This is an optimization exercise on Yosys and OpenROAD, whose aim is small area, not a production implementation. In this exercise RTL edits were held to simulation tests only and were not proved equivalent to the original. Power and IR drop assume default switching activity.

**flow/design.v**
```verilog
package wsrt_pkg;
  localparam int MAX_WINDOW_DEF = 32;
  localparam int SEQ_W      = 32;
  localparam int SEGB_W     = 14;
  localparam int HDR_W      = 8;
  localparam int WIN_W      = 6;
  localparam int SACK_CNT_W = 6;
  localparam int LEN_W      = 14;
  localparam int KIND_W     = 2;
  localparam int CFG_IDX_W  = 3;
  localparam int CFG_DATA_W = 32;
  localparam int SACKED_W   = SACK_CNT_W + SEGB_W;
  localparam int CNT_W      = 6;
  localparam logic [KIND_W-1:0] KIND_START = 2'd0;
  localparam logic [KIND_W-1:0] KIND_ACK   = 2'd1;
  localparam logic [KIND_W-1:0] KIND_TICK  = 2'd2;
  localparam logic RES_SEG  = 1'b0;
  localparam logic RES_DONE = 1'b1;
  localparam logic [CFG_IDX_W-1:0] CFG_SEGMENT_BYTES = 3'd0;
  localparam logic [CFG_IDX_W-1:0] CFG_HEADER_BYTES  = 3'd1;
  localparam logic [CFG_IDX_W-1:0] CFG_FLOW_BYTES    = 3'd2;
  localparam logic [CFG_IDX_W-1:0] CFG_START_WINDOW  = 3'd3;
  localparam logic [CFG_IDX_W-1:0] CFG_WINDOW_LIMIT  = 3'd4;
  localparam logic [CFG_IDX_W-1:0] CFG_RETX_TICKS    = 3'd5;
  localparam logic [CFG_IDX_W-1:0] CFG_PRIORITY_MODE = 3'd6;
  localparam logic [SEGB_W-1:0] RST_SEGMENT_BYTES = 14'd1460;
  localparam logic [HDR_W-1:0]  RST_HEADER_BYTES  = 8'd40;
  localparam logic [SEQ_W-1:0]  RST_FLOW_BYTES    = 32'd1460;
  localparam logic [WIN_W-1:0]  RST_START_WINDOW  = 6'd1;
  localparam logic [WIN_W-1:0]  RST_WINDOW_LIMIT  = 6'd32;
  localparam logic [SEQ_W-1:0]  RST_RETX_TICKS    = 32'd1000;
  localparam logic [CNT_W-1:0] SEG_CAP = 6'd63;
  localparam logic [LEN_W-1:0] LEN_MAX = 14'h3FFF;
  typedef struct packed {
    logic latch;
    logic clear;
    logic ack_upd;
    logic timeout;
    logic tick_dec;
    logic setup1;
    logic setup2;
    logic gen;
    logic emit_seg;
    logic rearm;
    logic emit_done;
  } cmd_t;
  typedef struct packed {
    logic [KIND_W-1:0] kind;
    logic              flow_done;
    logic              armed;
    logic              left_le1;
    logic              new_ack;
    logic              cond;
    logic              stage_v;
    logic              done_pend;
    logic              out_free;
  } stat_t;
endpackage
module window_sender_with_retx_timer_core #(
  parameter int MAX_WINDOW = wsrt_pkg::MAX_WINDOW_DEF
) (
  input  logic        clk,
  input  logic        rst_n,
  input  logic        in_tvalid,
  output logic        in_tready,
  input  logic [39:0] in_tdata,    
  input  logic [1:0]  in_tuser,    
  output logic        out_tvalid,
  input  logic        out_tready,
  output logic [79:0] out_tdata,   
  output logic [0:0]  out_tuser,   
  output logic        out_tlast,
  input  logic                              cfg_valid,
  output logic                              cfg_ready,
  input  logic [wsrt_pkg::CFG_IDX_W-1:0]    cfg_index,
  input  logic [wsrt_pkg::CFG_DATA_W-1:0]   cfg_data
);
  localparam logic [5:0] MAXW = 6'(MAX_WINDOW);
  localparam logic [3:0] S_INIT  = 4'd0;    
  localparam logic [3:0] S_IDLE  = 4'd1;
  localparam logic [3:0] S_CLR   = 4'd2;    
  localparam logic [3:0] S_ACMP  = 4'd3;    
  localparam logic [3:0] S_AHORN = 4'd4;    
  localparam logic [3:0] S_DEC   = 4'd5;    
  localparam logic [3:0] S_LH    = 4'd6;    
  localparam logic [3:0] S_LHL   = 4'd7;    
  localparam logic [3:0] S_PRIO  = 4'd8;    
  localparam logic [3:0] S_SEG   = 4'd9;    
  localparam logic [3:0] S_PRES  = 4'd10;   
  localparam logic [3:0] S_POST  = 4'd11;   
  localparam logic [3:0] S_ZERO  = 4'd12;   
  localparam logic [3:0] S_PDONE = 4'd13;   
  logic [13:0] seg_r;
  logic [7:0]  hdr_r;
  logic [31:0] flow_r;
  logic [5:0]  sw_r;
  logic [5:0]  wl_r;
  logic [31:0] retx_r;
  logic        pm_r;
  assign cfg_ready = 1'b1;
  always_ff @(posedge clk) begin
    if (!rst_n) begin
      seg_r  <= wsrt_pkg::RST_SEGMENT_BYTES;
      hdr_r  <= wsrt_pkg::RST_HEADER_BYTES;
      flow_r <= wsrt_pkg::RST_FLOW_BYTES;
      sw_r   <= wsrt_pkg::RST_START_WINDOW;
      wl_r   <= wsrt_pkg::RST_WINDOW_LIMIT;
      retx_r <= wsrt_pkg::RST_RETX_TICKS;
      pm_r   <= 1'b0;
    end else if (cfg_valid) begin
      case (cfg_index)
        wsrt_pkg::CFG_SEGMENT_BYTES: seg_r  <= cfg_data[13:0];
        wsrt_pkg::CFG_HEADER_BYTES:  hdr_r  <= cfg_data[7:0];
        wsrt_pkg::CFG_FLOW_BYTES:    flow_r <= cfg_data;
        wsrt_pkg::CFG_START_WINDOW:  sw_r   <= cfg_data[5:0];
        wsrt_pkg::CFG_WINDOW_LIMIT:  wl_r   <= cfg_data[5:0];
        wsrt_pkg::CFG_RETX_TICKS:    retx_r <= cfg_data;
        wsrt_pkg::CFG_PRIORITY_MODE: pm_r   <= cfg_data[0];
        default: ;
      endcase
    end
  end
  logic [4:0]  g;           
  logic [4:0]  p;           
  logic [3:0]  st;
  logic [2:0]  j;           
  logic [31:0] next_r;      
  logic [31:0] old_r;       
  logic [31:0] left_r;      
  logic        l32_r;       
  logic [19:0] sack_r;      
  logic [31:0] prio_r;      
  logic [13:0] len_r;       
  logic [5:0]  cwnd_r;
  logic [5:0]  sent_r;
  logic        armed_r, done_r;
  logic        gtn_r, new_r, dpend_r, tick_r, over_r, cond_r, adv_r, armok_r, pos_r, sat_r, last_r;
  logic        ca_r, cb_r, cc_r, cd_r, ce_r, cu_r, cl_r, cp_r, cm_r, dm_r, cn_r, dn_r;
  logic        kx_r, ky_r, kz_r;
  wire p0    = (p == 5'd0);
  wire plast = (p == 5'd31);
  wire in_idle = (st == S_IDLE);
  wire is_pass = !(st == S_IDLE || st == S_PRES || st == S_PDONE);
  wire [13:0] mssv  = (seg_r == 14'd0) ? 14'd1 : seg_r;
  wire [15:0] mss16 = {2'b00, mssv};
  wire mss_b  = !p[4] && mss16[p[3:0]];
  wire hdr_b  = (p[4:3] == 2'b00) && hdr_r[p[2:0]];
  wire flow_b = flow_r[p];
  wire retx_b = retx_r[p];
  wire a_b    = in_tdata[p];
  wire s_b    = in_tdata[6'd32 + {3'd0, j}];
  wire next_b = next_r[0];
  wire old_b  = old_r[0];
  wire left_b = left_r[0];
  wire sack_on = (p < 5'd20);
  wire sack_b = sack_on && sack_r[0];
  function automatic logic maj(input logic a, input logic b, input logic c);
    maj = (a & b) | (a & c) | (b & c);
  endfunction
  wire adv_on = ((st == S_SEG) || (st == S_POST)) && adv_r;
  wire am_b   = adv_on && mss_b;
  wire ca_i   = !p0 && ca_r;
  wire n_b    = next_b ^ am_b ^ ca_i;
  wire cb_i   = !p0 && cb_r;
  wire tail_b = flow_b ^ n_b ^ cb_i;
  wire cb_o   = (!flow_b && n_b) || (!(flow_b ^ n_b) && cb_i);
  wire pay_b  = over_r ? tail_b : mss_b;
  wire cc_i   = !p0 && cc_r;
  wire lsum_b = pay_b ^ hdr_b ^ cc_i;
  wire cc_o   = maj(pay_b, hdr_b, cc_i);
  wire cd_i   = !p0 && cd_r;
  wire s1_b   = n_b ^ mss_b ^ cd_i;
  wire cd_o   = maj(n_b, mss_b, cd_i);
  wire ce_i   = !p0 && ce_r;
  wire s2_b   = s1_b ^ mss_b ^ ce_i;
  wire ce_o   = maj(s1_b, mss_b, ce_i);
  wire cu_i   = !p0 && cu_r;
  wire u_b    = old_b ^ sack_b ^ cu_i;
  wire cu_o   = maj(old_b, sack_b, cu_i);
  wire cp_i   = !p0 && cp_r;
  wire pd_b   = flow_b ^ u_b ^ cp_i;
  wire cp_o   = (!flow_b && u_b) || (!(flow_b ^ u_b) && cp_i);
  wire ackm   = (st == S_ACMP) || (st == S_AHORN);
  wire tw_m   = !p0 && (st != S_ACMP) && dm_r;
  wire mm_b   = s_b && mss_b;
  wire cm_i   = !p0 && cm_r;
  wire mac_b  = tw_m ^ mm_b ^ cm_i;
  wire cm_o   = maj(tw_m, mm_b, cm_i);
  wire lhl    = (st == S_LHL);
  wire [2:0] wk = lhl ? 3'd0 : (j + 3'd1);
  wire wbit   = cwnd_r[wk];
  wire tw_n   = !p0 && !((st == S_AHORN || st == S_LH) && j == 3'd4) && dn_r;
  wire wm_b   = wbit && mss_b;
  wire cn_i   = !p0 && cn_r;
  wire wmac_b = tw_n ^ wm_b ^ cn_i;
  wire cn_o   = maj(tw_n, wm_b, cn_i);
  wire cl_i   = !p0 && cl_r;
  wire lim_b  = wmac_b ^ u_b ^ cl_i;
  wire cl_o   = maj(wmac_b, u_b, cl_i);
  wire dbi    = p0 || cm_r;
  wire dec_b  = left_b ^ dbi;
  wire dbo    = dbi && !left_b;
  function automatic logic gt_step(input logic x, input logic y, input logic prev);
    gt_step = (x & ~y) | (~(x ^ y) & prev);
  endfunction
  logic kx_x, kx_y, ky_x, ky_y, kz_x, kz_y;
  always_comb begin
    kx_x = 1'b0; kx_y = 1'b0; ky_x = 1'b0; ky_y = 1'b0; kz_x = 1'b0; kz_y = 1'b0;
    case (st)
      S_ACMP: begin
        kx_x = a_b;    kx_y = next_b;
        ky_x = a_b;    ky_y = old_b;
        kz_x = a_b;    kz_y = flow_b;
      end
      S_DEC: begin
        kx_x = left_b && !p0;
      end
      S_LHL: begin
        kx_x = flow_b; kx_y = u_b;
        ky_x = flow_b; ky_y = old_b;
      end
      S_PRIO: begin
        kx_x = s1_b;   kx_y = left_b;
        ky_x = s1_b;   ky_y = flow_b;
        kz_x = flow_b; kz_y = next_b;
      end
      default: begin   
        kx_x = s2_b;   kx_y = left_b;
        ky_x = flow_b; ky_y = s1_b;
        kz_x = s2_b;   kz_y = flow_b;
      end
    endcase
  end
  wire kx_n = gt_step(kx_x, kx_y, !p0 && kx_r);
  wire ky_n = gt_step(ky_x, ky_y, !p0 && ky_r);
  wire kz_n = (st == S_ACMP) ? ((kz_x ^ kz_y) || (!p0 && kz_r)) : gt_step(kz_x, kz_y, !p0 && kz_r);
  wire le1_f  = !kx_n;                                    
  wire [1:0] s2top = {1'b0, cd_o} + {1'b0, ce_o};
  wire seg_gtl = (s2top > {1'b0, l32_r}) || ((s2top == {1'b0, l32_r}) && kx_n);
  wire seg_cond = (sent_r != 6'd62) && !over_r && !cd_o && ky_n && !seg_gtl;
  wire seg_over = cd_o || ce_o || kz_n;
  wire pr_gtl  = (cd_o && !l32_r) || ((cd_o == l32_r) && kx_n);
  wire pr_cond = kz_n && !pr_gtl;
  wire pr_over = cd_o || ky_n;
  wire [5:0] start_cl = (sw_r > MAXW) ? MAXW : sw_r;
  wire [5:0] lim_cl   = (wl_r > MAXW) ? MAXW : wl_r;
  wire [6:0] cw_inc   = {1'b0, cwnd_r} + 7'd1;
  wire [5:0] cwnd_nxt = (cw_inc > {1'b0, lim_cl}) ? lim_cl : cw_inc[5:0];
  wire armed_fin = armok_r && (tick_r || armed_r || adv_r);
  wire ign = (in_tuser == wsrt_pkg::KIND_ACK)  ? done_r :
             (in_tuser == wsrt_pkg::KIND_TICK) ? !armed_r :
             (in_tuser != wsrt_pkg::KIND_START);
  assign in_tready = (in_idle && (!in_tvalid || ign)) ||
                     (plast && ((st == S_PRIO) ||
                                ((st == S_AHORN) && (j == 3'd0) && !new_r) ||
                                ((st == S_DEC) && !le1_f)));
  assign out_tvalid = (st == S_PRES) || (st == S_PDONE);
  assign out_tuser  = (st == S_PDONE);
  assign out_tlast  = last_r;
  assign out_tdata  = {2'b00, prio_r, len_r, next_r};
  logic next_i, old_i, left_i, sack_i, prio_i, len_i;
  always_comb begin
    next_i = next_b;
    case (st)
      S_INIT, S_CLR, S_ZERO: next_i = 1'b0;
      S_AHORN: if (j == 3'd4) next_i = gtn_r ? a_b : next_b;
      S_LH:    if (j == 3'd4 && tick_r) next_i = old_b;
      S_SEG:   next_i = n_b;
      S_POST:  next_i = (adv_r && over_r) ? flow_b : n_b;
      default: ;
    endcase
    old_i = old_b;
    case (st)
      S_INIT, S_CLR: old_i = 1'b0;
      S_AHORN: if (j == 3'd4) old_i = new_r ? a_b : old_b;
      default: ;
    endcase
    left_i = left_b;
    case (st)
      S_DEC:   left_i = dec_b;
      S_AHORN: left_i = new_r ? wmac_b : left_b;
      S_LH:    left_i = wmac_b;
      S_LHL:   left_i = lim_b;
      S_POST:  left_i = armed_fin ? retx_b : left_b;
      default: ;
    endcase
    sack_i = sack_r[0];
    case (st)
      S_INIT, S_CLR:   sack_i = 1'b0;
      S_ACMP, S_AHORN: sack_i = mac_b;
      default: ;
    endcase
    prio_i = (st == S_PRIO) ? (pm_r ? p0 : (pos_r && pd_b)) : 1'b0;
    len_i  = (st == S_SEG) ? (p[4:1] < 4'd7 ? lsum_b : (len_r[0] | sat_r)) : 1'b0;
  end
  wire len_sh  = ((st == S_SEG) || (st == S_ZERO)) && (p < 5'd28);
  wire prio_sh = (st == S_PRIO) || (st == S_ZERO);
  wire sack_sh = is_pass && sack_on;
  always_ff @(posedge clk) begin
    old_r <= {old_i, old_r[31:1]};
    if (is_pass) begin
      next_r <= {next_i, next_r[31:1]};
      left_r <= {left_i, left_r[31:1]};
    end
    if (sack_sh) sack_r <= {sack_i, sack_r[19:1]};
    if (prio_sh) prio_r <= {prio_i, prio_r[31:1]};
    if (len_sh)  len_r  <= {len_i, len_r[13:1]};
  end
  always_ff @(posedge clk) begin
    ca_r  <= maj(next_b, am_b, ca_i);
    cb_r  <= cb_o;
    cc_r  <= cc_o;
    cd_r  <= cd_o;
    ce_r  <= ce_o;
    cu_r  <= cu_o;
    cl_r  <= cl_o;
    cp_r  <= cp_o;
    cm_r  <= (st == S_DEC) ? dbo : cm_o;
    dm_r  <= sack_b;
    cn_r  <= cn_o;
    dn_r  <= left_b;
    kx_r  <= kx_n;
    ky_r  <= ky_n;
    kz_r  <= kz_n;
    if (st == S_SEG && p == 5'd13) sat_r <= cc_o;
  end
  always_ff @(posedge clk) begin
    if (!rst_n) begin
      g       <= 5'd0;
      p       <= 5'd0;
      st      <= S_INIT;
      cwnd_r  <= 6'd1;
      armed_r <= 1'b0;
      done_r  <= 1'b0;
    end else begin
      g <= g + 5'd1;
      if (is_pass) p <= p + 5'd1;
      case (st)
        S_INIT: if (plast) st <= S_IDLE;
        S_IDLE: begin
          if (in_tvalid && !ign && g == 5'd31) begin
            dpend_r <= 1'b0;
            tick_r  <= 1'b0;
            adv_r   <= 1'b0;
            j       <= 3'd5;
            case (in_tuser)
              wsrt_pkg::KIND_START: st <= S_CLR;
              wsrt_pkg::KIND_ACK:   st <= S_ACMP;
              default:              st <= S_DEC;
            endcase
          end
        end
        S_CLR: if (plast) begin
          cwnd_r  <= start_cl;
          armed_r <= 1'b0;
          done_r  <= 1'b0;
          j       <= 3'd4;
          st      <= S_LH;
        end
        S_ACMP: if (plast) begin
          gtn_r   <= kx_n;
          new_r   <= ky_n;
          dpend_r <= !kz_n;
          if (ky_n) cwnd_r <= cwnd_nxt;
          j       <= 3'd4;
          st      <= S_AHORN;
        end
        S_AHORN: if (plast) begin
          if (j == 3'd0) begin
            if (new_r) st <= S_LHL;
            else       st <= dpend_r ? S_ZERO : S_IDLE;
          end else begin
            j <= j - 3'd1;
          end
        end
        S_DEC: if (plast) begin
          if (le1_f) begin
            armed_r <= 1'b0;
            cwnd_r  <= 6'd1;
            tick_r  <= 1'b1;
            j       <= 3'd4;
            st      <= S_LH;
          end else begin
            st      <= S_IDLE;
          end
        end
        S_LH: if (plast) begin
          if (j == 3'd0) st <= S_LHL;
          else           j  <= j - 3'd1;
        end
        S_LHL: if (plast) begin
          l32_r   <= cu_o || cl_o;
          pos_r   <= !cu_o && kx_n;
          armok_r <= ky_n;
          st      <= S_PRIO;
        end
        S_PRIO: if (plast) begin
          sent_r <= 6'd0;
          over_r <= pr_over;
          if (pr_cond) begin
            st <= S_SEG;
          end else if (armed_fin) begin
            st <= S_POST;
          end else begin
            armed_r <= 1'b0;
            st      <= dpend_r ? S_ZERO : S_IDLE;
          end
        end
        S_SEG: if (plast) begin
          cond_r <= seg_cond;
          if (seg_cond) over_r <= seg_over;
          last_r <= !seg_cond && !dpend_r;
          sent_r <= sent_r + 6'd1;
          adv_r  <= 1'b1;
          st     <= S_PRES;
        end
        S_PRES: if (out_tready) st <= cond_r ? S_SEG : S_POST;
        S_POST: if (plast) begin
          armed_r <= armed_fin;
          st      <= dpend_r ? S_ZERO : S_IDLE;
        end
        S_ZERO: if (plast) begin
          last_r <= 1'b1;
          st     <= S_PDONE;
        end
        S_PDONE: if (out_tready) begin
          done_r <= 1'b1;
          st     <= S_IDLE;
        end
        default: st <= S_IDLE;
      endcase
    end
  end
endmodule
```
**flow/run.sh**
```bash
#!/bin/bash
# synth_recipe.tcl (not shown) runs the flow's synth.tcl, then flattens the netlist and writes it again
# the make line also repeats each setting of config.mk as NAME=value (left out here)
make -C /OpenROAD-flow-scripts/flow DESIGN_CONFIG=/design/flow/config.mk WORK_HOME=/design/flow/orfs CLKGATE_MAP_FILE= SYNTH_SCRIPT=/design/flow/synth_recipe.tcl finish
```
**flow/config.mk**
```make
export PLATFORM = sky130hd
export DESIGN_NAME = window_sender_with_retx_timer_core
export DESIGN_NICKNAME = window_sender_with_retx_timer_core
export VERILOG_FILES = /design/flow/design.v
export SDC_FILE = /design/flow/constraint.sdc
export NUM_CORES = 4
export LEC_CHECK = 0
export CAP_MARGIN = 20
export CORE_MARGIN = 2
export CORE_UTILIZATION = 40
export SLEW_MARGIN = 20
```
**flow/constraint.sdc**
```tcl
create_clock -name core_clock -period 9.0 [get_ports {clk}]
set_input_delay 1.8000 -clock core_clock [delete_from_list [all_inputs] [get_ports {clk}]]
set_output_delay 1.8000 -clock core_clock [all_outputs]
set_load 0.01 [all_outputs]
```
==> results of run 1 <==
flip-flops by register name, summed over array words and instances, names as in the netlist, 4 cells and up:
name    count
flow_r     32
left_r     32
next_r     32
old_r      32
prio_r     32
retx_r     32
sack_r     20
len_r      14
seg_r      14
hdr_r       8
cwnd_r      6
sent_r      6
sw_r        6
wl_r        6
g           5
p           5
st          4
power by group:
| part | total [mW] | leakage [nW] | internal [mW] | switching (mW) |
|---|---|---|---|---|
| clock network | 1.40 | 0.575 | 0.816 | 0.583 |
| logic | 0.531 | 2.62 | 0.249 | 0.282 |
| registers | 1.84 | 2.91 | 1.75 | 0.0907 |
| total | 3.77 | 6.10 | 2.82 | 0.956 |
worst paths after layout:
kind	from	endpoint
worst min register to register	old_r[25]$_DFF_P_	old_r[24]$_DFF_P_
worst min-delay path	old_r[25]$_DFF_P_	old_r[24]$_DFF_P_
worst max-delay path	p[1]$_SDFFE_PN0N_	in_tready
worst max register to register	p[1]$_SDFFE_PN0N_	cwnd_r[0]$_SDFFE_PN1P_
stage by stage:
| stage | power, mW | utilization [%] | cells |
|---|---|---|---|
| after floorplan | 2.141 | - | 1206 |
| after global placement | 2.397 | 46.78 | 1749 |
| after detailed placement | 2.404 | 46.81 | 1750 |
| after CTS | 3.815 | 50.31 | 1815 |
| after global routing | 3.945 | 50.34 | 1815 |
| final | 3.775 | 50.34 | 1815 |
layout make-up:
class                   instances  area (um2)  share of cell area, %
well taps                     442       553.0                  3.360
flip-flops and latches        319        7900                  47.99
clock buffers                  51        1040                  6.317
multi-input cells             772        4974                  30.21
clock inverters                14       107.6                 0.6537
inverters                      40       150.1                 0.9121
repair buffers                177        1737                  10.55
worst max-delay path, delay by kind of cell, from the launching register on:
family	cells	cell delay, ns
flops	1	0.99
fa+ha+maj	4	2.06
simple gates	4	0.38
compound gates	7	1.59
mux	1	0.36
buf+inv	1	0.48
logic make-up (layout without fill, tap and decap cells):
group	count (synthesis)	count (layout)	synth area share [%]
AND/OR/NAND/NOR	453	453	15.27
flip-flops	319	319	59.22
AO/OA/AOI/OAI	206	206	9.935
buffers and inverters	115	282	3.603
multiplexers	59	59	6.989
adder cells (fa/ha/maj)	36	36	3.940
XOR/XNOR	15	15	0.9851
other	2	3	0.05631
layout by cell type, fill, tap and decap left out, types with 13 or more instances in the layout:
cell type / synthesis / final
buf_4: 5 / 14
nor2b_1: 13 / 13
clkdlybuf4s50_1: 0 / 163
nand2_1: 239 / 238
nor3_1: 14 / 13
a21oi_1: 94 / 94
edfxtp_1: 151 / 151
nor2_1: 58 / 57
o21ai_0: 30 / 30
ha_1: 26 / 26
inv_1: 39 / 38
mux4_2: 27 / 27
nand3_1: 56 / 56
and3_1: 13 / 13
nand2b_1: 17 / 17
clkbuf_16: 0 / 37
dfxtp_1: 168 / 166
mux2i_1: 29 / 29
layer usage:
metal,global-route usage (%),wire length [um],vias to the layer above
li1,-,-,4566
met1,25.67,14700,4601
met2,29.09,14580,352
met3,4.551,2516,74
met4,6.044,913,0
met5,0,0,-
==> flow_summary.json, run 1 <==
{
  "status": "timing/DRC/antenna clean",
  "place_hpwl_mm": 22.45,
  "place.gp.congestion": 0.8986,
  "layout.nets": 1464,
  "io_buffers": 163,
  "rows": 66,
  "die-area_um2": 34820,
  "clockBufferDepth": 3,
  "ys_seq_area_share_pct": 59.22,
  "synthCells": 1205,
  "fp.dieH_um": 186.6,
  "synth.top_cell.area_share_pct": 34.00,
  "synth_top_cell_by_area": "edfxtp_1",
  "clk_latency_ns": 0.53,
  "cts_hold_buffers": 0,
  "first_pass_iters": 5,
  "hp-class": "register to register",
  "cts_setup_buffers": 0,
  "fillers": 2979,
  "ctsRootBufferMaster": "clkbuf_16",
  "ioPinCount": 167,
  "crit_top_cell": "fa_1",
  "reg2regPathDepth": 18,
  "die_w_um": 186.6,
  "antenna_cells": 0,
  "grt_pass1_wl_mm": 52.40,
  "slowest_delay_ns": 0.99,
  "ys.flop_type": "dfxtp_1",
  "cts_resized": 0,
  "path_max_fanout": 38,
  "arrival_ns": 6.42,
  "synth_common_cells": "239 x nand2_1, 168 x dfxtp_1, 151 x edfxtp_1",
  "ys_ff_latch": 319,
  "gr-usage-all-layers_pct": 18.66,
  "synth-edff-count": 151,
  "path_class": "register to output pin",
  "cts_sinks": 319,
  "syn2layout_area_growth_pct": 23.43,
  "fin_crit_sh_pct": 91.31,
  "cp-start-kind": "register",
  "rrSetupSlack_ns": 2.51,
  "netlist_area_um2": 13340,
  "slew-limit-headroom_pct": 32.85,
  "finalHoldViolCount": 0,
  "worst_slack_ns": 0.7818,
  "avgViaCountPerCell": 5.285,
  "required_ns": 7.20,
  "clk_pin_slew_worst_paths_ns": 0.06,
  "numCtsBuffers": 36,
  "max_freq_mhz": 121.7,
  "synth.avg_cell_area_um2": 11.07,
  "yosysMostFrequentCell": "nand2_1",
  "wl_per_cell_um": 18.02,
  "grt-ovfl-total": 0,
  "synth.distinct_cells": 72,
  "tns_ns": 0,
  "grt_max_degree": 89,
  "min_path_cells": 0,
  "core_um2": 32700,
  "antenna_found_initial": 0,
  "async_flop_share_pct": 0,
  "start_util_pct": 40.78,
  "rsz0062_at_grt": "no",
  "wl_mm": 32.71,
  "place_area_um2": 15310,
  "drive_gt1_share_pct": 8.958,
  "synth_area_leaders": "edfxtp_1 34%, dfxtp_1 25%, nand2_1 6.7%",
  "setup_viol": 0,
  "p_per_area_nw_per_um2": 229.3,
  "leakagePower_nw": 6.104,
  "slew_violations": 0,
  "drtAntennaViolNets": 0,
  "postLayoutCellArea_um2": 16460,
  "htreeDepth": 2,
  "drt_iter0_markers": 693,
  "drv_cap": 0,
  "synth_warnings": 1,
  "cpMaxStageDelayCell": "dfxtp_2",
  "preCtsSetupSlack_ns": 1.258,
  "cts_tree": "yes",
  "tightest_slew_ns": 1.007,
  "cp-end-kind": "output pin",
  "min_period_ns": 8.218,
  "fin_worst_skew_ns": 0.01810,
  "timing.hold.ws_ns": 0.3159,
  "path_cells": "mux4_2, nand2_1, o31ai_1, nand2_1, a21oi_1, nand4_1, fa_1, fa_1, fa_1, nor3_1, a21oi_1, o2111ai_1, ha_1, a31oi_4, o21ai_0, a21o_1, clkdlybuf4s50_1",
  "ir_drop_mv": 0.1530,
  "vias": 9593,
  "grt_pass1_vias": 9474,
  "drc": 0
}
==> run 2, diff against run 1 <==
==> flow/flow/run.sh (new file) <==
#!/bin/bash
# The standard layout (standard.sh: the ORFS flow with its synthesis script), with
# three changes of how the layout is made:
#  - synthesis maps the logic with the area-oriented ABC script flow/abc.script in place
#    of ORFS's delay-oriented abc_speed.script (a copy of ORFS's scripts folder with that
#    one file replaced; flip-flop mapping and everything else unchanged);
#  - every port still gets a buffer, but the smallest one (buf_1) instead of the
#    delay buffer buffer_ports picks by default;
#  - clock tree synthesis uses clkbuf_8 clusters of at most 16 sinks and no dummy loads.
# make's output goes to flow_make.log here; ORFS keeps each step's log under orfs/logs.
set -euo pipefail
W=$(pwd)
rm -rf "$W/scripts_mod"
cp -r "$FLOW_HOME/scripts" "$W/scripts_mod"
cp "$W/flow/abc.script" "$W/scripts_mod/abc_speed.script"
export SCRIPTS_DIR="$W/scripts_mod"
export BUFFER_PORTS_ARGS="-buffer_cell sky130_fd_sc_hd__buf_1"
export CTS_ARGS="-sink_clustering_enable -repair_clock_nets -dont_use_dummy_load -buf_list sky130_fd_sc_hd__clkbuf_8 -sink_clustering_size 16 -sink_clustering_max_diameter 80"
bash standard.sh > flow_make.log 2>&1
==> flow/flow/abc.script (new file) <==
strash
ifraig
scorr
dc2
strash
&get -n
&dch -f
&nf -R 1000 -p
&put
==> flow/standard.sh (new file) <==
#!/bin/bash
# synth_recipe.tcl (not shown) runs the flow's synth.tcl, then flattens the netlist and writes it again
# the make line also repeats each setting of config.mk as NAME=value (left out here)
make -C /OpenROAD-flow-scripts/flow DESIGN_CONFIG=/design/flow/config.mk WORK_HOME=/design/flow/orfs CLKGATE_MAP_FILE= SYNTH_SCRIPT=/design/flow/synth_recipe.tcl "${@:-finish}"
--- a/flow/config.mk
+++ b/flow/config.mk
@@ -7,5 +7,5 @@
 export LEC_CHECK = 0
 export CAP_MARGIN = 20
 export CORE_MARGIN = 2
-export CORE_UTILIZATION = 40
+export CORE_UTILIZATION = 55
 export SLEW_MARGIN = 20
removed: flow/run.sh
==> run 2 against run 1 <==
Clock power is 53% lower. Clock-buffer cell count shrank 28. Core utilization increased by 11 points. Final area shrank 15%. Die area fell by 31%. Via count is 6.2% lower.
==> flow_summary.json, run 2 <==
{
  "synth_top_cell_by_area": "edfxtp_1",
  "slew_violations": 0,
  "drc": 0,
  "leakagePower_nw": 4.946,
  "synth.top_cell.area_share_pct": 36.00,
  "cp-start-kind": "register",
  "vias": 8995,
  "dp_cells": 1559,
  "timing.hold.ws_ns": 0.3297,
  "tns_ns": 0,
  "p_per_area_nw_per_um2": 290.4,
  "drtAntennaViolNets": 0,
  "drive_gt1_share_pct": 5.397,
  "cts_hold_buffers": 0,
  "path_class": "register to output pin",
  "total_power_mw": 4.052,
  "synth-adder-area-share_pct": 4.172,
  "hp-class": "register to register",
  "synth.avg_cell_area_um2": 11.43,
  "fin_crit_sh_pct": 89.33,
  "fp.dieH_um": 155.3,
  "ys.flop_type": "dfxtp_1",
  "synth-edff-count": 151,
  "status": "timing/DRC/antenna clean",
  "core_um2": 22570,
  "cts_tree": "yes",
  "cts_sinks": 319,
  "grt_max_degree": 81,
  "setup_viol": 0,
  "wl_per_cell_um": 17.94,
  "wl_mm": 28.38,
  "final_common_cell": "nor2_1",
  "synthMuxAreaShare_pct": 5.771,
  "async_flop_share_pct": 0,
  "ys_seq_area_share_pct": 62.69,
  "clk_latency_ns": 0.57,
  "drt_iter0_markers": 896,
  "numCtsBuffers": 23,
  "htreeDepth": 1,
  "worst_slack_ns": 0.9606,
  "synth.distinct_cells": 55,
  "grt_pass1_vias": 8182,
  "grt-ovfl-total": 0,
  "preCtsSetupSlack_ns": 1.587,
  "clk_pin_slew_worst_paths_ns": 0.11,
  "max_freq_mhz": 124.4,
  "final_cell_mix": "245 x nor2_1, 167 x dfxtp_1, 162 x buf_1, 151 x edfxtp_1, 146 x o21ai_0",
  "fin_worst_skew_ns": 0.02448,
  "synth-simple-area-share_pct": 13.94,
  "grt_pass1_wl_mm": 44.39,
  "arrival_ns": 6.24,
  "first_pass_iters": 6,
  "synth_top_family_by_area": "simple AND/OR/NAND/NOR gates",
  "netlist_area_um2": 12600,
  "path_max_fanout": 14,
  "clockBufferDepth": 3,
  "die-area_um2": 24130,
  "synth_area_leaders": "edfxtp_1 36%, dfxtp_1 27%, nor2_1 7.3%",
  "slew-limit-headroom_pct": 33.14,
  "io_buffers": 163,
  "cp-end-kind": "output pin",
  "avgViaCountPerCell": 5.686,
  "start_util_pct": 55.81,
  "synth_common_cells": "245 x nor2_1, 168 x dfxtp_1, 151 x edfxtp_1",
  "cts_resized": 0,
  "die_w_um": 155.3,
  "synth_compound_gate_area_share_pct": 11.59,
  "ioPinCount": 167,
  "fin_cells": 1582,
  "finalHoldViolCount": 0,
  "cts_setup_buffers": 0,
  "ir_drop_mv": 0.1376,
  "yosysMostFrequentCell": "nor2_1",
  "synth_xor_area_share_pct": 0.5562,
  "synth_warnings": 1,
  "rsz0062_at_grt": "no",
  "antenna_cells": 0,
  "layout.nets": 1417,
  "syn2layout_area_growth_pct": 10.77,
  "place_hpwl_mm": 19.06,
  "antenna_found_initial": 1,
  "rows": 55,
  "min_period_ns": 8.039,
  "required_ns": 7.20,
  "tightest_slew_ns": 0.9953,
  "synthCells": 1102,
  "ctsRootBufferMaster": "clkbuf_8",
  "place.gp.congestion": 0.9146,
  "ys_ff_latch": 319,
  "drv_cap": 0,
  "gr-usage-all-layers_pct": 23.13
}
run 2: changes by cell type after synthesis, sizes merged, moves of 11 or more:
cell	before	now
nor2	58	245
nand2	239	60
o21ai	33	146
clkbuf	60	0
a21oi	95	45
inv	39	0
nand3	56	19
clkinv	1	33
mux2i	29	4
buf	15	4
run 2: logic make-up (layout without fill, tap and decap cells):
logic type | after synthesis | in the layout
xor+xnor | 8 | 8
flops | 319 | 319
compound gates | 257 | 257
buf+inv | 37 | 231
simple gates | 408 | 408
fa+ha+maj | 36 | 36
other cells | 2 | 3
mux | 35 | 35
run 2: where the power goes:
part / internal, mW / leakage, nW / total (mW) / switching, mW
combinational: 0.449 / 1.90 / 1.26 / 0.814
clock: 0.230 / 0.165 / 0.656 / 0.426
sequential: 1.96 / 2.88 / 2.13 / 0.173
total: 2.64 / 4.95 / 4.05 / 1.41
run 2: metrics by stage:
stage	instance area [um2]	utilization [%]
4_1_cts	13950	61.81
3_3_place_gp	13630	60.40
2_1_floorplan	12600	-
3_5_place_dp	13630	60.40
6_report	13950	61.82
5_1_grt	13950	61.82
run 2: routing by layer:
layer,up-vias,part of all wire [%],GRT usage (%)
met1,4208,45,33.81
li1,4374,-,-
met4,2,2.9,6.684
met2,343,44,35.69
met5,-,0.042,0
met3,68,7.3,4.206
run 2: cell type report:
class | count | area, um2
clock buffer | 23 | 316.6
fill | 1899 | 8618
inverter | 33 | 123.9
multi-input combinational | 747 | 4554
sequential | 319 | 7899
tap | 285 | 356.6
timing repair buffer | 175 | 703.2
run 2: critical path, stage by stage (launching register included):
cell      delay, ns
dfxtp_2        0.61
mux4_2         0.55
mux2_1         0.30
a21oi_1        0.68
or3b_1         0.24
fa_1           0.51
fa_1           0.55
fa_1           0.52
nor2_1         0.06
a31oi_1        0.14
o211ai_1       0.12
ha_1           0.32
a31o_1         0.31
nand2_1        0.21
o311ai_0       0.17
nand2_1        0.10
nand2_1        0.12
buf_1          0.15
run 2: final timing paths:
path,slack (ns),endpoint,depth (start not counted),startpoint
max,0.96,in_tready,17,p[0]$_SDFFE_PN0N_
min,0.33,old_r[19]$_DFF_P_,0,old_r[20]$_DFF_P_
max reg2reg,2.65,last_r$_SDFFCE_PP1P_,14,p[0]$_SDFFE_PN0N_
min reg2reg,0.33,old_r[19]$_DFF_P_,0,old_r[20]$_DFF_P_
==> run 3, diff against run 2 <==
==> flow/flow/abc.script (replaced) <==
strash
ifraig
scorr
dc2
&get -n
&deepsyn -T 60
&put
strash
dch -f
amap -F 20 -A 40
==> run 3 against run 2 <==
Sequential power down 4%. Critical endpoint unchanged. Still clean. Synthesized cell count is 2.8% lower. Power down 10%. Combinational power shrank 26%. Clock skew shrank 0.0027 ns.
==> flow_summary.json, run 3 <==
{
  "status": "timing/DRC/antenna clean",
  "ys_seq_area_share_pct": 64.99,
  "synth_warnings": 1,
  "cp-end-kind": "output pin",
  "antenna_found_initial": 0,
  "drc": 0,
  "max_freq_mhz": 118.6,
  "yosysMostFrequentCell": "clkinv_1",
  "tns_ns": 0,
  "rows": 54,
  "vias": 9002,
  "synth_top_cell_by_area": "edfxtp_1",
  "tightest_slew_ns": 0.8999,
  "fin_crit_sh_pct": 93.65,
  "rsz0062_at_grt": "no",
  "layout.nets": 1390,
  "dp_cells": 1527,
  "setup_viol": 0,
  "final_core_utilization_pct": 62.24,
  "ir_drop_mv": 0.1523,
  "required_ns": 7.20,
  "clk_latency_ns": 0.57,
  "slowest_delay_ns": 0.64,
  "fp.dieH_um": 152.6,
  "grt_pass1_vias": 8568,
  "cts_sinks": 319,
  "syn2layout_area_growth_pct": 11.43,
  "cpLargestDelayFamily": "adder cells",
  "synth-edff-count": 151,
  "ctsRootBufferMaster": "clkbuf_8",
  "cts_resized": 0,
  "ys.flop_type": "dfxtp_1",
  "drv_cap": 0,
  "grt_pass1_wl_mm": 46.29,
  "synth.avg_cell_area_um2": 11.35,
  "path_max_fanout": 13,
  "drive_gt1_share_pct": 3.386,
  "slew-limit-headroom_pct": 39.78,
  "synth.top_cell.area_share_pct": 37.31,
  "htreeDepth": 1,
  "wl_mm": 29.00,
  "finalHoldViolCount": 0,
  "place.gp.congestion": 0.9088,
  "cts_setup_buffers": 0,
  "min_path_cells": 0,
  "grt_max_degree": 67,
  "place_hpwl_mm": 20.47,
  "r2r_start": "p[2]$_SDFFE_PN0N_",
  "final_common_cell": "clkinv_1",
  "die_w_um": 152.6,
  "reg2regPathDepth": 24,
  "cts_tree": "yes",
  "fin_worst_skew_ns": 0.02176,
  "netlist_area_um2": 12150,
  "drtAntennaViolNets": 0,
  "arrival_ns": 6.63,
  "grt-ovfl-total": 0,
  "numCtsBuffers": 23,
  "clk_pin_slew_worst_paths_ns": 0.11,
  "path_cells": "clkinv_1, nor2_1, buf_4, clkinv_1, o21ai_0, o21ai_0, o22ai_1, nand3_1, fa_1, fa_1, fa_1, o31ai_1, a31oi_1, o221ai_1, ha_1, a31oi_1, clkinv_1, nor2_1, nor2_1, o211ai_1, o31ai_1, buf_1",
  "hp-class": "register to register",
  "clockBufferDepth": 3,
  "first_pass_iters": 8,
  "antenna_cells": 0,
  "die-area_um2": 23300,
  "holdPathEnd": "old_r[13]$_DFF_P_",
  "synth_area_leaders": "edfxtp_1 37%, dfxtp_1 28%, clkinv_1 5.2%",
  "async_flop_share_pct": 0,
  "fin_cells": 1550,
  "rrSetupSlack_ns": 2.11,
  "fillers": 1831,
  "ioPinCount": 167,
  "cp-start-kind": "register",
  "r2r_end": "st[3]$_SDFFE_PN0P_",
  "io_buffers": 163,
  "ys_ff_latch": 319,
  "synth_common_cells": "169 x clkinv_1, 168 x dfxtp_1, 151 x edfxtp_1",
  "synthCells": 1071,
  "min_period_ns": 8.429,
  "slew_violations": 0,
  "start_util_pct": 55.85,
  "synth.distinct_cells": 43,
  "path_class": "register to output pin",
  "gr-usage-all-layers_pct": 24.51,
  "p_per_area_nw_per_um2": 268.0,
  "leakagePower_nw": 4.587,
  "cts_hold_buffers": 0,
  "wl_per_cell_um": 18.71,
  "final_cell_mix": "169 x clkinv_1, 168 x dfxtp_1, 162 x buf_1, 151 x edfxtp_1, 91 x nor2_1",
  "hold_start": "old_r[14]$_DFF_P_",
  "core_um2": 21760,
  "path_buf_inv": 5,
  "avgViaCountPerCell": 5.808,
  "drt_iter0_markers": 674,
  "cpMaxStageDelayCell": "fa_1"
}
## run 3: kinds of logic after synthesis
group,Yosys count,synth area share [%]
flip-flops,319,64.99
AO/OA/AOI/OAI,297,16.20
AND/OR/NAND/NOR,244,8.958
buffers and inverters,173,5.467
adder cells (fa/ha/maj),36,4.325
other,2,0.06180
## run 3: metrics by stage
| stage | instance area (um2) | setup slack [ns] | power, mW | hold slack (ns) |
|---|---|---|---|---|
| 3_3_place_gp | 13220 | 1.601 | 2.978 | 0.3105 |
| 3_5_place_dp | 13220 | 1.337 | 2.993 | 0.3121 |
| 4_1_cts | 13540 | 0.6663 | 3.646 | 0.3312 |
| 2_1_floorplan | 12160 | 1.663 | 2.642 | 0.3096 |
| 5_1_grt | 13540 | 0.1991 | 3.839 | 0.3417 |
| 6_report | 13540 | 0.5713 | 3.629 | 0.3279 |
## run 3: report_power, final
group / total, mW / internal [mW] / switching (mW)
clock network: 0.650 / 0.230 / 0.420
registers: 2.04 / 1.90 / 0.143
logic: 0.936 / 0.314 / 0.622
total: 3.63 / 2.44 / 1.19
## run 3: metal layers
metal	vias to the layer above	track usage, %	part of all wire, %
met5	-	0	0
met2	356	37.26	44
li1	4318	-	-
met4	0	7.363	2.7
met1	4273	36.72	47
met3	55	3.726	6.8
## run 3: worst max path at each step
stage               cells past startpoint   endpoint  slack, ns                from
finish                                 22  in_tready       0.57   p[2]$_SDFFE_PN0N_
detailed placement                     22  in_tready       1.34   p[2]$_SDFFE_PN0N_
global placement                       22  in_tready       1.60   p[2]$_SDFFE_PN0N_
global route                           22  in_tready       0.20   p[2]$_SDFFE_PN0N_
floorplan                              16  in_tready       1.66  st[3]$_SDFFE_PN0P_
CTS                                    22  in_tready       0.67   p[2]$_SDFFE_PN0N_
## run 3: cell type report
class	count	area, um2	area share, %
Tap cell	280	350.3	2.587
Timing Repair Buffer	179	733.2	5.415
Multi-Input combinational cell	580	3608	26.65
Sequential cell	319	7898	58.33
Inverter	169	634.4	4.685
Clock buffer	23	316.6	2.338
==> run 4, diff against run 3 <==
==> flow/flow/abc.script (replaced) <==
strash
ifraig
scorr
dc2
strash
dch -f
amap
==> run 4 against run 3 <==
Still clean on timing, DRC and antenna. Fmax grew 1.8%. Final area grew 2.8%. First-iteration DRC count grew 11%. Wire length grew 1.0%. Register-to-register slack is essentially flat. Combinational power grew 31%. Non-clock buffer count grew 2. Worst hold slack gained 0.0050 ns. Die area grew 2.5%. Core utilization shrank 0.21 points. Largest cell class unchanged. Largest power group unchanged. Highest routed layer is now met5.
==> flow_summary.json, run 4 <==
{
  "status": "timing/DRC/antenna clean",
  "drc": 0,
  "cts_setup_buffers": 0,
  "slew_violations": 0,
  "synth_warnings": 1,
  "max_freq_mhz": 120.7,
  "synth_top_family_by_area": "compound AO/OA/AOI/OAI gates",
  "cts_tree": "yes",
  "clockBufferDepth": 3,
  "hold_start": "old_r[29]$_DFF_P_",
  "ys_seq_area_share_pct": 63.39,
  "avgViaCountPerCell": 5.943,
  "ys.flop_type": "dfxtp_1",
  "p_per_area_nw_per_um2": 292.5,
  "antenna_found_initial": 1,
  "wl_mm": 29.30,
  "fin_cells": 1587,
  "drt_iter0_markers": 748,
  "async_flop_share_pct": 0,
  "gr-usage-all-layers_pct": 24.34,
  "die-area_um2": 23870,
  "hp-class": "register to register",
  "antenna_cells": 0,
  "synthCells": 1101,
  "setup_viol": 0,
  "r2r_start": "p[1]$_SDFFE_PN0N_",
  "fillers": 1903,
  "tightest_slew_ns": 1.066,
  "fin_crit_sh_pct": 92.03,
  "synth_xor_area_share_pct": 0,
  "reg2regPathDepth": 18,
  "min_period_ns": 8.282,
  "synth.top_cell.area_share_pct": 36.39,
  "io_buffers": 163,
  "worst_slack_ns": 0.7176,
  "rows": 55,
  "start_util_pct": 55.54,
  "rsz0062_at_grt": "no",
  "synth_compound_gate_area_share_pct": 18.30,
  "die_w_um": 154.5,
  "cp-end-kind": "output pin",
  "synthMuxAreaShare_pct": 0,
  "htreeDepth": 1,
  "first_pass_iters": 6,
  "place.gp.congestion": 0.9331,
  "place_area_um2": 13540,
  "synth_top_cell_by_area": "edfxtp_1",
  "grt-ovfl-total": 0,
  "synth.distinct_cells": 45,
  "timing.hold.ws_ns": 0.3330,
  "slew-limit-headroom_pct": 28.93,
  "path_max_fanout": 25,
  "syn2layout_area_growth_pct": 11.68,
  "path_class": "register to output pin",
  "synth_common_cells": "184 x nor2_1, 168 x dfxtp_1, 151 x edfxtp_1",
  "cp-start-kind": "register",
  "clk_latency_ns": 0.57,
  "min_path_cells": 0,
  "synth-adder-area-share_pct": 4.218,
  "worstSetupStartpoint": "p[1]$_SDFFE_PN0N_",
  "place_hpwl_mm": 19.75,
  "dp_cells": 1562,
  "synth-simple-area-share_pct": 11.06,
  "cts_sinks": 319,
  "grt_max_degree": 96,
  "fp.dieH_um": 154.5,
  "ys_ff_latch": 319,
  "finalHoldViolCount": 0,
  "final_core_utilization_pct": 62.02,
  "preCtsSetupSlack_ns": 1.370,
  "tns_ns": 0,
  "grt_pass1_wl_mm": 46.99,
  "netlist_area_um2": 12460,
  "final_common_cell": "nor2_1",
  "ir_drop_mv": 0.1448,
  "synth-edff-count": 151,
  "clk_pin_slew_worst_paths_ns": 0.11,
  "leakagePower_nw": 4.749,
  "layout.nets": 1422,
  "postLayoutCellArea_um2": 13910,
  "vias": 9431,
  "synth.avg_cell_area_um2": 11.32,
  "ioPinCount": 167,
  "numCtsBuffers": 23,
  "drtAntennaViolNets": 0,
  "ctsRootBufferMaster": "clkbuf_8",
  "total_power_mw": 4.070,
  "grt_pass1_vias": 8943,
  "synth_area_leaders": "edfxtp_1 36%, dfxtp_1 27%, a22oi_1 5.7%",
  "drv_cap": 0,
  "drive_gt1_share_pct": 3.533,
  "final_cell_mix": "182 x nor2_1, 168 x dfxtp_1, 163 x buf_1, 151 x edfxtp_1, 95 x a22oi_1",
  "yosysMostFrequentCell": "nor2_1",
  "cts_resized": 0,
  "fin_worst_skew_ns": 0.03149,
  "cts_hold_buffers": 0,
  "wl_per_cell_um": 18.46,
  "core_um2": 22430,
  "required_ns": 7.20,
  "arrival_ns": 6.48
}
-- run 4: layout make-up --
| cell class | instances | area (um2) | share of cell area (%) |
|---|---|---|---|
| repair buffers | 181 | 787.0 | 5.656 |
| flip-flops and latches | 319 | 7898 | 56.76 |
| well taps | 285 | 356.6 | 2.563 |
| multi-input cells | 688 | 4215 | 30.29 |
| clock buffers | 23 | 316.6 | 2.275 |
| inverters | 91 | 341.6 | 2.455 |
-- run 4: final timing paths --
path | endpoint | slack, ns
setup / recovery | in_tready | 0.72
hold / removal | old_r[28]$_DFF_P_ | 0.33
setup reg to reg | j[1]$_DFFE_PP_ | 2.11
hold reg to reg | old_r[28]$_DFF_P_ | 0.33
-- run 4: cell families (layout without fill, tap and decap cells) --
logic type      count (synthesis)  count (layout)
fa+ha+maj                      36              36
simple gates                  325             325
other cells                     2               3
flops                         319             319
compound gates                324             324
buf+inv                        95             295
-- run 4: critical path: stages, from the launching register on --
cell and delay (ns):
dfxtp_1 0.94, clkinv_1 0.48, buf_4 0.33, nor2_1 0.27
a21oi_1 0.08, nand3_1 0.09, o21ai_0 0.20, nand3_1 0.19
fa_1 0.52, fa_1 0.56, fa_1 0.53, nor2_1 0.06
a2111o_1 0.38, ha_1 0.29, a31oi_1 0.32, nor2_1 0.10
a311oi_1 0.29, o21ai_0 0.14, buf_1 0.14
-- run 4: report_power, final --
part,leakage [nW],internal [mW],total (mW),switching [mW]
logic,1.70,0.420,1.23,0.810
registers,2.88,2.00,2.19,0.193
clock network,0.165,0.230,0.648,0.418
-- run 4: layer usage --
layer  up-vias  wire length [um]  share of wire, %  track usage (%)
li1       4548                 -                 -                -
met1      4466             13550                46            34.79
met2       353             13110                45            38.90
met3        62              1826               6.2            3.727
met4         2               805               2.7            7.143
met5         -                 7             0.024                0
==> run 5, diff against run 4 <==
--- a/flow/design.v
+++ b/flow/design.v
@@ -134,8 +134,8 @@
   logic [5:0]  cwnd_r;
   logic [5:0]  sent_r;
   logic        armed_r, done_r;
-  logic        gtn_r, new_r, dpend_r, tick_r, over_r, cond_r, adv_r, armok_r, pos_r, sat_r, last_r;
-  logic        ca_r, cb_r, cc_r, cd_r, ce_r, cu_r, cl_r, cp_r, cm_r, dm_r, cn_r, dn_r;
+  logic        gtn_r, new_r, dpend_r, tick_r, over_r, adv_r, armok_r, pos_r, sat_r, last_r;
+  logic        ca_r, cb_r, cc_r, cd_r, ce_r, cm_r, dm_r;
   logic        kx_r, ky_r, kz_r;
   wire p0    = (p == 5'd0);
   wire plast = (p == 5'd31);
@@ -174,10 +174,10 @@
   wire ce_i   = !p0 && ce_r;
   wire s2_b   = s1_b ^ mss_b ^ ce_i;
   wire ce_o   = maj(s1_b, mss_b, ce_i);
-  wire cu_i   = !p0 && cu_r;
+  wire cu_i   = !p0 && ce_r;
   wire u_b    = old_b ^ sack_b ^ cu_i;
   wire cu_o   = maj(old_b, sack_b, cu_i);
-  wire cp_i   = !p0 && cp_r;
+  wire cp_i   = !p0 && cb_r;
   wire pd_b   = flow_b ^ u_b ^ cp_i;
   wire cp_o   = (!flow_b && u_b) || (!(flow_b ^ u_b) && cp_i);
   wire ackm   = (st == S_ACMP) || (st == S_AHORN);
@@ -189,12 +189,12 @@
   wire lhl    = (st == S_LHL);
   wire [2:0] wk = lhl ? 3'd0 : (j + 3'd1);
   wire wbit   = cwnd_r[wk];
-  wire tw_n   = !p0 && !((st == S_AHORN || st == S_LH) && j == 3'd4) && dn_r;
+  wire tw_n   = !p0 && !((st == S_AHORN || st == S_LH) && j == 3'd4) && cd_r;
   wire wm_b   = wbit && mss_b;
-  wire cn_i   = !p0 && cn_r;
+  wire cn_i   = !p0 && ca_r;
   wire wmac_b = tw_n ^ wm_b ^ cn_i;
   wire cn_o   = maj(tw_n, wm_b, cn_i);
-  wire cl_i   = !p0 && cl_r;
+  wire cl_i   = !p0 && cc_r;
   wire lim_b  = wmac_b ^ u_b ^ cl_i;
   wire cl_o   = maj(wmac_b, u_b, cl_i);
   wire dbi    = p0 || cm_r;
@@ -307,18 +307,13 @@
     if (len_sh)  len_r  <= {len_i, len_r[13:1]};
   end
   always_ff @(posedge clk) begin
-    ca_r  <= maj(next_b, am_b, ca_i);
-    cb_r  <= cb_o;
-    cc_r  <= cc_o;
-    cd_r  <= cd_o;
-    ce_r  <= ce_o;
-    cu_r  <= cu_o;
-    cl_r  <= cl_o;
-    cp_r  <= cp_o;
+    ca_r  <= (st == S_SEG || st == S_PRIO || st == S_POST) ? maj(next_b, am_b, ca_i) : cn_o;
+    cb_r  <= (st == S_SEG) ? cb_o : cp_o;
+    cc_r  <= (st == S_SEG) ? cc_o : cl_o;
+    cd_r  <= (st == S_SEG || st == S_PRIO) ? cd_o : left_b;
+    ce_r  <= (st == S_SEG) ? ce_o : cu_o;
     cm_r  <= (st == S_DEC) ? dbo : cm_o;
     dm_r  <= sack_b;
-    cn_r  <= cn_o;
-    dn_r  <= left_b;
     kx_r  <= kx_n;
     ky_r  <= ky_n;
     kz_r  <= kz_n;
@@ -407,14 +402,13 @@
           end
         end
         S_SEG: if (plast) begin
-          cond_r <= seg_cond;
           if (seg_cond) over_r <= seg_over;
           last_r <= !seg_cond && !dpend_r;
           sent_r <= sent_r + 6'd1;
           adv_r  <= 1'b1;
           st     <= S_PRES;
         end
-        S_PRES: if (out_tready) st <= cond_r ? S_SEG : S_POST;
+        S_PRES: if (out_tready) st <= last_r ? S_POST : S_SEG;   
         S_POST: if (plast) begin
           armed_r <= armed_fin;
           st      <= dpend_r ? S_ZERO : S_IDLE;
==> flow/flow/abc.script (replaced) <==
strash
ifraig
scorr
dc2
&get -n
&deepsyn -T 60
&put
strash
dch -f
amap -F 20 -A 40
--- a/flow/config.mk
+++ b/flow/config.mk
@@ -7,5 +7,5 @@
 export LEC_CHECK = 0
 export CAP_MARGIN = 20
 export CORE_MARGIN = 2
-export CORE_UTILIZATION = 55
+export CORE_UTILIZATION = 65
 export SLEW_MARGIN = 20
==> run 5 against run 4 <==
Still clean on timing, DRC and antenna. Global-route usage up 5.9 points. Setup slack worse by 0.11 ns. First-iteration DRC count up 14%. Flip-flop and latch count down 6. Non-clock buffer count down 3. Combinational power down 15%. Sequential share of layout area up 1.6 points. Clock-buffer cell count unchanged. Die area down 18%. Fmax down 1.3%. Register-to-register slack worse by 0.36 ns. Critical path depth up 2. Critical path type unchanged.
==> flow_summary.json, run 5 <==
{
  "total_power_mw": 3.703,
  "p_per_area_nw_per_um2": 278.2,
  "synth.distinct_cells": 48,
  "synth_area_leaders": "edfxtp_1 38%, dfxtp_1 27%, clkinv_1 3.7%",
  "slew-limit-headroom_pct": 30.50,
  "fillers": 1312,
  "first_pass_iters": 9,
  "slowest_delay_ns": 0.67,
  "die_w_um": 139.8,
  "drv_cap": 0,
  "ioPinCount": 167,
  "start_util_pct": 66.54,
  "cpMaxStageDelayCell": "nor2_1",
  "synth_top_cell_by_area": "edfxtp_1",
  "grt_max_degree": 67,
  "max_freq_mhz": 119.2,
  "fin_crit_sh_pct": 93.19,
  "fin_worst_skew_ns": 0.03232,
  "io_buffers": 163,
  "rows": 49,
  "cts_tree": "yes",
  "netlist_area_um2": 11990,
  "synth_top_family_by_area": "compound AO/OA/AOI/OAI gates",
  "drc": 0,
  "cts_hold_buffers": 0,
  "hp-class": "register to register",
  "drive_gt1_share_pct": 3.420,
  "wl_mm": 30.00,
  "synth.top_cell.area_share_pct": 37.55,
  "yosysMostFrequentCell": "dfxtp_1",
  "min_period_ns": 8.387,
  "core_um2": 18020,
  "cp-start-kind": "register",
  "path_max_fanout": 11,
  "place_hpwl_mm": 21.44,
  "clk_pin_slew_worst_paths_ns": 0.10,
  "status": "timing/DRC/antenna clean",
  "tns_ns": 0,
  "final_cell_mix": "163 x dfxtp_1, 162 x buf_1, 150 x edfxtp_1, 119 x clkinv_1, 116 x nor2_1",
  "numCtsBuffers": 23,
  "cp-end-kind": "output pin",
  "die-area_um2": 19560,
  "grt_pass1_wl_mm": 46.70,
  "clockBufferDepth": 3,
  "final_common_cell": "dfxtp_1",
  "cts_resized": 0,
  "antenna_cells": 0,
  "cts_sinks": 313,
  "ys.flop_type": "dfxtp_1",
  "arrival_ns": 6.59,
  "layout.nets": 1348,
  "leakagePower_nw": 4.556,
  "fp.dieH_um": 139.8,
  "synthCells": 1030,
  "clk_latency_ns": 0.56,
  "syn2layout_area_growth_pct": 10.98,
  "path_cells": "clkinv_1, nor2_1, a22oi_1, a21oi_1, a21oi_1, o22ai_1, nand3_1, fa_1, clkinv_1, fa_1, fa_1, nand3_1, o311a_1, o21ai_0, ha_1, a31oi_1, clkinv_1, o21ai_0, o22ai_1, buf_1",
  "place.gp.congestion": 0.9988,
  "rrSetupSlack_ns": 1.75,
  "antenna_found_initial": 0,
  "synth_xor_area_share_pct": 0,
  "ys_ff_latch": 313,
  "synth.avg_cell_area_um2": 11.64,
  "gr-usage-all-layers_pct": 30.24,
  "multi_input_area_um2": 3769,
  "seqCellArea_um2": 7767,
  "ctsRootBufferMaster": "clkbuf_8",
  "synth-simple-area-share_pct": 9.264,
  "synth-edff-count": 150,
  "dp_cells": 1434,
  "cts_setup_buffers": 0,
  "avgViaCountPerCell": 6.371,
  "fin_cells": 1457,
  "finalHoldViolCount": 0,
  "htreeDepth": 1,
  "wl_per_cell_um": 20.59,
  "path_class": "register to output pin",
  "rsz0062_at_grt": "no",
  "synth-adder-area-share_pct": 4.381,
  "setup_viol": 0,
  "ys_seq_area_share_pct": 64.76,
  "required_ns": 7.20,
  "ir_drop_mv": 0.2218,
  "synthMuxAreaShare_pct": 0,
  "tightest_slew_ns": 1.029,
  "async_flop_share_pct": 0,
  "synth_compound_gate_area_share_pct": 17.56,
  "drt_iter0_markers": 855,
  "drtAntennaViolNets": 0,
  "grt_pass1_vias": 8839,
  "vias": 9283,
  "grt-ovfl-total": 0,
  "slew_violations": 0,
  "synth_common_cells": "163 x dfxtp_1, 150 x edfxtp_1, 119 x clkinv_1",
  "synth_warnings": 1
}
run 5: per-layer routing:
layer / vias to the layer above / GRT usage [%] / part of all wire, %
li1: 4275 / - / -
met4: 0 / 12.84 / 4.6
met5: - / 0 / 0
met1: 4414 / 41.07 / 41
met2: 485 / 48.06 / 46
met3: 109 / 6.056 / 8.7
run 5: per-stage QoR:
| stage | area (um2) | utilization [%] | setup WS, ns | hold slack, ns |
|---|---|---|---|---|
| finish | 13310 | 73.85 | 0.6125 | 0.3337 |
| floorplan | 12000 | - | 1.944 | 0.3096 |
| CTS | 13310 | 73.85 | 0.6781 | 0.3345 |
| global placement | 13000 | 72.10 | 1.536 | 0.3118 |
| detailed placement | 13000 | 72.10 | 1.288 | 0.3128 |
| global route | 13310 | 73.85 | 0.1208 | 0.3389 |
run 5: cell type report:
cell class,instances,area share (%)
clock buffer,23,2.378
inverter,119,3.356
multi-input combinational,595,28.31
sequential,313,58.35
timing repair buffer,178,5.452
tap,229,2.152
run 5: kinds of logic (layout without fill, tap and decap cells):
| kind of cell | count (synthesis) | in the layout |
|---|---|---|
| fa+ha+maj | 36 | 36 |
| flops | 313 | 313 |
| buf+inv | 123 | 320 |
| compound gates | 303 | 303 |
| other cells | 2 | 3 |
| simple gates | 253 | 253 |
run 5: final timing paths:
kind / endpoint / cells past startpoint / startpoint
setup reg to reg: st[0]$_SDFFE_PN0P_ / 26 / p[2]$_SDFFE_PN0N_
hold reg to reg: old_r[11]$_DFF_P_ / 0 / old_r[12]$_DFF_P_
hold / removal: old_r[11]$_DFF_P_ / 0 / old_r[12]$_DFF_P_
setup / recovery: in_tready / 20 / p[2]$_SDFFE_PN0N_
run 5: report_power, final:
group          switching (mW)  total [mW]  internal (mW)
logic                   0.693        1.04          0.349
registers               0.141        2.02           1.88
clock network           0.408       0.638          0.230
total                    1.24        3.70           2.46
run 5: critical path: cells and delay by family, from the launching register on:
family                   cells  cell delay [ns]
AO/OA/AOI/OAI                9             1.96
adder cells (fa/ha/maj)      4             1.90
AND/OR/NAND/NOR              3             0.98
buffers and inverters        4             0.76
flip-flops                   1             0.41
==> run 6, diff against run 5 <==
--- a/flow/config.mk
+++ b/flow/config.mk
@@ -7,5 +7,5 @@
 export LEC_CHECK = 0
 export CAP_MARGIN = 20
 export CORE_MARGIN = 2
-export CORE_UTILIZATION = 65
+export CORE_UTILIZATION = 55
 export SLEW_MARGIN = 20
==> run 6 against run 5 <==
Still clean on timing, DRC and antenna. Register-to-register slack better by 0.08 ns. Area after synthesis unchanged. Cell count up 3.7%. Synthesized cell count unchanged. Power up 0.23%. Final area up 0.70%. Largest cell class unchanged.
==> flow_summary.json, run 6 <==
{
  "synth.avg_cell_area_um2": 11.64,
  "timing.hold.ws_ns": 0.3292,
  "slew-limit-headroom_pct": 27.83,
  "synth_top_family_by_area": "compound AO/OA/AOI/OAI gates",
  "synth_top_cell_by_area": "edfxtp_1",
  "leakagePower_nw": 4.573,
  "synth_area_leaders": "edfxtp_1 38%, dfxtp_1 27%, clkinv_1 3.7%",
  "cts_tree": "yes",
  "max_freq_mhz": 119.6,
  "finalHoldViolCount": 0,
  "path_max_fanout": 19,
  "final_common_cell": "dfxtp_1",
  "dp_cells": 1488,
  "setup_viol": 0,
  "final_cell_mix": "163 x dfxtp_1, 162 x buf_1, 150 x edfxtp_1, 119 x clkinv_1, 116 x nor2_1",
  "status": "timing/DRC/antenna clean",
  "netlist_area_um2": 11990,
  "synth_warnings": 1,
  "slowest_delay_ns": 0.60,
  "ioPinCount": 167,
  "place.gp.congestion": 0.9541,
  "io_buffers": 163,
  "htreeDepth": 1,
  "synth-simple-area-share_pct": 9.264,
  "first_pass_iters": 6,
  "synth-adder-area-share_pct": 4.381,
  "drtAntennaViolNets": 0,
  "cts_hold_buffers": 0,
  "rows": 54,
  "numCtsBuffers": 23,
  "ir_drop_mv": 0.1705,
  "gr-usage-all-layers_pct": 25.47,
  "ctsRootBufferMaster": "clkbuf_8",
  "synthMuxAreaShare_pct": 0,
  "fp.dieH_um": 151.7,
  "preCtsSetupSlack_ns": 1.071,
  "grt_pass1_wl_mm": 45.27,
  "drt_iter0_markers": 728,
  "path_class": "register to output pin",
  "drive_gt1_share_pct": 3.737,
  "slew_violations": 0,
  "vias": 8969,
  "synth_compound_gate_area_share_pct": 17.56,
  "synth.distinct_cells": 48,
  "place_hpwl_mm": 21.09,
  "r2r_end": "st[0]$_SDFFE_PN0P_",
  "clockBufferDepth": 3,
  "clk_pin_slew_worst_paths_ns": 0.10,
  "clk_latency_ns": 0.59,
  "cts_setup_buffers": 0,
  "antenna_found_initial": 0,
  "required_ns": 7.20,
  "synth.top_cell.area_share_pct": 37.55,
  "grt_max_degree": 67,
  "fin_crit_sh_pct": 92.89,
  "cp-end-kind": "output pin",
  "synth_xor_area_share_pct": 0,
  "fin_cells": 1511,
  "drc": 0,
  "worst_slack_ns": 0.6396,
  "layout.nets": 1351,
  "synth-edff-count": 150,
  "holdPathEnd": "old_r[7]$_DFF_P_",
  "yosysMostFrequentCell": "dfxtp_1",
  "cts_sinks": 313,
  "ys_seq_area_share_pct": 64.76,
  "async_flop_share_pct": 0,
  "antenna_cells": 0,
  "p_per_area_nw_per_um2": 276.9,
  "grt-ovfl-total": 0,
  "hold_start": "old_r[8]$_DFF_P_",
  "core_um2": 21620,
  "tns_ns": 0,
  "cp-start-kind": "register",
  "hp-class": "register to register",
  "ys.flop_type": "dfxtp_1",
  "wl_per_cell_um": 19.77,
  "die_w_um": 151.7,
  "min_path_cells": 0,
  "synth_common_cells": "163 x dfxtp_1, 150 x edfxtp_1, 119 x clkinv_1",
  "grt_pass1_vias": 8350,
  "cpMaxStageDelayCell": "fa_1",
  "avgViaCountPerCell": 5.936,
  "arrival_ns": 6.56,
  "rsz0062_at_grt": "no",
  "ys_ff_latch": 313,
  "fin_worst_skew_ns": 0.06738,
  "worstSetupStartpoint": "p[0]$_SDFFE_PN0N_",
  "reg2regPathDepth": 27,
  "path_cells": "clkinv_1, nor2_1, clkinv_1, buf_4, o211ai_1, nand2_1, o22ai_2, nand3_1, fa_1, clkinv_1, fa_1, fa_1, nand3_1, o311a_1, o21ai_0, ha_1, a31oi_1, clkinv_1, o21ai_0, o22ai_1, buf_1",
  "synthCells": 1030,
  "wl_mm": 29.87,
  "tightest_slew_ns": 1.074,
  "drv_cap": 0,
  "r2r_start": "p[0]$_SDFFE_PN0N_",
  "crit_top_cell": "clkinv_1",
  "syn2layout_area_growth_pct": 11.76,
  "rrSetupSlack_ns": 1.83,
  "die-area_um2": 23000,
  "min_period_ns": 8.360,
  "start_util_pct": 55.47
}
[run 6: changes by cell type in the layout (fill, tap and decap cells not counted), sizes merged]
cell | previous run | this run
buf | 177 | 180
[run 6: cell type report]
| cell class | instances | area (um2) |
|---|---|---|
| Clock buffer | 23 | 316.6 |
| Timing Repair Buffer | 181 | 748.2 |
| Inverter | 119 | 446.7 |
| Sequential cell | 313 | 7767 |
| Fill cell | 1771 | 8217 |
| Multi-Input combinational cell | 595 | 3775 |
| Tap cell | 280 | 350.3 |
[run 6: worst max-delay path by stage]
stage | to | slack [ns] | cells past startpoint
2_1_floorplan | in_tready | 1.94 | 19
3_3_place_gp | in_tready | 1.34 | 21
3_5_place_dp | in_tready | 1.07 | 21
4_1_cts | in_tready | 0.42 | 21
5_1_grt | in_tready | 0.02 | 21
6_report | in_tready | 0.64 | 21
[run 6: through the flow]
stage                     total power, mW  cell area, um2  util, %
after floorplan                     2.689           12000        -
after detailed placement            3.080           13080    60.50
after global routing                3.929           13400    62.00
after global placement              3.065           13080    60.50
after CTS                           3.727           13400    61.97
final                               3.712           13400    62.00
[run 6: per-layer routing]
metal  wire length (um)  up-vias  GRT usage [%]
met5                  0        -              0
met4                933        0          8.981
met3               2283       76          3.802
met2              13480      405          40.07
met1              13180     4222          36.21
li1                   -     4266              -
[run 6: worst max-delay path: cells and delay by family (launching register included)]
kind | cells | cell delay (ns)
and+or+nand+nor | 4 | 0.91
buffers and inverters | 6 | 1.15
DFF | 1 | 0.44
adders and majority gates | 4 | 1.91
AOI/OAI and AO/OA | 7 | 1.55
[run 6: power breakdown]
part           internal [mW]  switching (mW)  total [mW]
Combinational          0.354           0.701        1.05
Sequential              1.88           0.129        2.01
Clock                  0.230           0.417       0.646
Total                   2.46            1.25        3.71
[run 6: what timing repair did]
item,CTS,global route
setup endpoints to repair,0,1
resized for setup,0,1
endpoints found under the hold margin,0,0
[run 6: cells by family (layout without fill, tap and decap cells)]
kind of cell	count (synthesis)	after routing
and+or+nand+nor	253	253
buffers and inverters	123	323
adders and majority gates	36	36
DFF	313	313
other	2	3
AOI/OAI and AO/OA	303	303

==> port drivers added, routing unchanged <==
The flow's constraints put no driver on any port. The routed layouts listed below were extracted and timed again, unchanged, in two steps. Step 1 (the two cells are an assumption about what drives the block):
set clk [get_ports {clk}]
set_driving_cell -lib_cell sky130_fd_sc_hd__clkbuf_16 $clk
set_driving_cell -lib_cell sky130_fd_sc_hd__buf_2 [delete_from_list [all_inputs] $clk]
Step 2 moves the port delays by t, midway between the first and last clock arrival at a register: inputs arrive t later, outputs are due t later. That takes back most of the time a late clock gives input paths. a / b / c = no drivers / after step 1 / after step 2; a / b = the first two.
| run | t, ns | slack for setup (ns) | latest minus earliest clock arrival (ns) | worst register clock-pin slew, ns |
|---|---|---|---|---|
| run 1 | 0.567 | 0.782 / 0.733 / 1.299 | 0.021 / 0.021 | 0.06 / 0.06 |
| run 2 | 0.605 | 0.961 / 0.915 / 1.519 | 0.025 / 0.025 | 0.11 / 0.11 |
| run 3 | 0.598 | 0.571 / 0.530 / 1.128 | 0.023 / 0.022 | 0.11 / 0.11 |
| run 4 | 0.601 | 0.718 / 0.671 / 1.272 | 0.033 / 0.033 | 0.11 / 0.11 |
| run 5 | 0.581 | 0.613 / 0.572 / 1.153 | 0.033 / 0.034 | 0.11 / 0.11 |
| run 6 | 0.594 | 0.640 / 0.597 / 1.191 | 0.067 / 0.068 | 0.11 / 0.11 |
After both steps every run listed still meets setup and hold.
